This is an optimization exercise on Yosys and OpenROAD, whose aim is small area, not a production implementation. Only simulation tests tie the RTL to the original design; equivalence was not proved. Power and IR drop assume default switching activity. The clock port is modelled as an ideal driver; clocking choices that lean on that would not hold on a real chip.

v26:
Design data_mem_lanes, start of the top module:
module data_mem_lanes #(
    parameter int DEPTH = 128,
    localparam int IDX_W = $clog2(DEPTH)
) (
    input  logic        i_clk,
    input  logic        i_rst,
    input  logic        we,
    input  logic [1:0]  size,
    input  logic        load_unsigned,
    input  logic [31:0] addr,
    input  logic [31:0] wdata,
    output logic [31:0] rdata,
    output logic        ready,
    output logic        misaligned,
    output logic        out_of_range
);
clock: 10.0 ns
lec_check: 0
cap_margin: 10
core_margin: 2
core_utilization: 50
setup_slack_margin: 0.3
slew_margin: 10
synth_hierarchical: 1
standard.sh (not shown) runs the stock make flow with config.mk's settings and CLKGATE_MAP_FILE= SYNTH_SCRIPT=/design/flow/synth_recipe.tcl, a recipe that flattens the netlist after the stock synthesis.
==> flow/flow/run.sh <==
#!/bin/bash
# The standard layout (standard.sh: the ORFS flow, unchanged synthesis),
# with two knobs changed:
# - port buffers are buf_2 instead of the delay-buffer cell buffer_ports
#   picks by default (smaller and faster on the in-to-out load path);
# - CTS clusters 30 sinks within 100 um per clkbuf_16 leaf and inserts no
#   dummy loads.
# ORFS writes each step's full log under orfs/logs/; make's own output goes
# to standard.log here.
set -euo pipefail
bash standard.sh \
  "BUFFER_PORTS_ARGS=-buffer_cell sky130_fd_sc_hd__buf_2" \
  "CTS_ARGS=-sink_clustering_enable -repair_clock_nets -sink_clustering_size 30 -sink_clustering_max_diameter 100 -buf_list sky130_fd_sc_hd__clkbuf_16 -dont_use_dummy_load" \
  finish > standard.log 2>&1
Input-level comparison between v39 and v26:
Settings: putting PLACE_DENSITY at 0.8 where nothing was set; swapping 10 for 20 in CAP_MARGIN; swapping 10 for 20 in SLEW_MARGIN.
- No stage failed in v39, and the final checks on the layout all came back clean.
- Layout clock buffer count is higher on v26
- The design area on v39 is in line with that on v26.
- In the flow results for v26 and v39, the final worst-path setup slack is smaller on v26.
- Remaining max-slew budget at the tightest pin: v39 better than v26
- In the route summary, v39 ends up with a via count exceeding that of v26.
- Summary of v39 over v26: sequential share of power now larger, routed wire length on met3 rose 37%, leakage dissipation grew by 0.22 nW.
Changes in v25 relative to v39:
Settings: changing CAP_MARGIN from 20 to 10; changing SLEW_MARGIN from 20 to 10.
Notes after the runs:
Diff v39..v25 | clock period minus final worst setup slack | negligible. Wire length on met1, v25 and v39: higher on v39. v25 vs v39 on global routing usage on met3: v25 is the higher one. Leakage power figure in v25 is about 0.4% lower than in v39. Any difference in maximum level of the CTS H-tree between v39 and v25 is small enough to ignore. In v25, the number of ordinary and repair buffers in the finished layout came out 15 below the value in v39. Going from v39 to v25, utilization of the core after routing dropped 0.17 points; sequential power share barely changed; area of the mapped netlist barely changed.

* * *

data_mem_lanes again, from the RTL that the note above started with.
==> flow/design.v (excerpt) <==
module data_mem_lanes #(
    parameter int DEPTH = 128,
    localparam int IDX_W = $clog2(DEPTH)
) (
    input  logic        i_clk,
    input  logic        i_rst,
    input  logic        we,
    input  logic [1:0]  size,
    input  logic        load_unsigned,
    input  logic [31:0] addr,
    input  logic [31:0] wdata,
    output logic [31:0] rdata,
    output logic        ready,
    output logic        misaligned,
    output logic        out_of_range
);
export LEC_CHECK = 0
export CAP_MARGIN = 20
export CORE_MARGIN = 2
export CORE_UTILIZATION = 50
export SETUP_SLACK_MARGIN = 0.3
export SLEW_MARGIN = 20
export SYNTH_HIERARCHICAL = 1
create_clock -name core_clock -period 10.0 [get_ports {i_clk}]
Scripts as last shown in full above: flow/flow/run.sh
The baseline completed without violations.
Rerun with:
==> flow/run.sh (new file) <==
#!/bin/bash
# synth_recipe.tcl (not shown) runs the flow's synth.tcl, then flattens the netlist and writes it again
# the make line also repeats each setting of config.mk as NAME=value (left out here)
make -C /OpenROAD-flow-scripts/flow DESIGN_CONFIG=/design/flow/config.mk WORK_HOME=/design/flow/orfs CLKGATE_MAP_FILE= SYNTH_SCRIPT=/design/flow/synth_recipe.tcl finish
- CTS_BUF_LIST: not set -> sky130_fd_sc_hd__clkbuf_16
- CTS_CLUSTER_DIAMETER: not set -> 100
- CTS_CLUSTER_SIZE: not set -> 30
removed: flow/flow/run.sh
removed: flow/standard.sh
Effect: The changed run completed without violations; sequential share of layout area drops by 0.65 points; utilization increases by 0.46 points; synthesized area is unchanged.

## port drivers added, routing unchanged
Ports are ideal in the flow. The routed layouts listed here were re-timed in OpenROAD. Step 1, drivers: a clkbuf_16 drives i_clk and a buf_2 each remaining input, both assumed. Step 2 also shifts input and output timing later by t, the mid clock arrival at the registers, as if the neighbouring blocks saw the same clock. Slacks: ideal / step 1 / step 2; pairs: ideal / step 1.
| run | t (ns) | slack for setup (ns) | hold slack, ns | worst slew at a driven data input, ns | pins driven straight from the clock port |
|---|---|---|---|---|---|
| v26 | 0.979 | 0.605 / 0.446 / 0.446 | 0.539 / 0.539 / 0.539 | 0.22 | 1 |
| v39 | 0.922 | 0.633 / 0.473 / 0.473 | 0.536 / 0.536 / 0.536 | 0.24 | 1 |
| v25 | 0.926 | 0.633 / 0.412 / 0.412 | 0.534 / 0.534 / 0.534 | 0.21 | 1 |
| the first run of note 2 | 0.990 | 0.720 / 0.567 / 0.567 | 0.539 / 0.539 / 0.539 | 0.23 | 1 |
| the second run of note 2 | 0.996 | 0.379 / 0.186 / 0.186 | 0.538 / 0.538 / 0.538 | 0.21 | 1 |
After both steps setup and hold are still met in every run listed. For v25, which loses most, drivers alone change the setup slack by -0.221 ns; drivers and shift together by -0.221 ns.
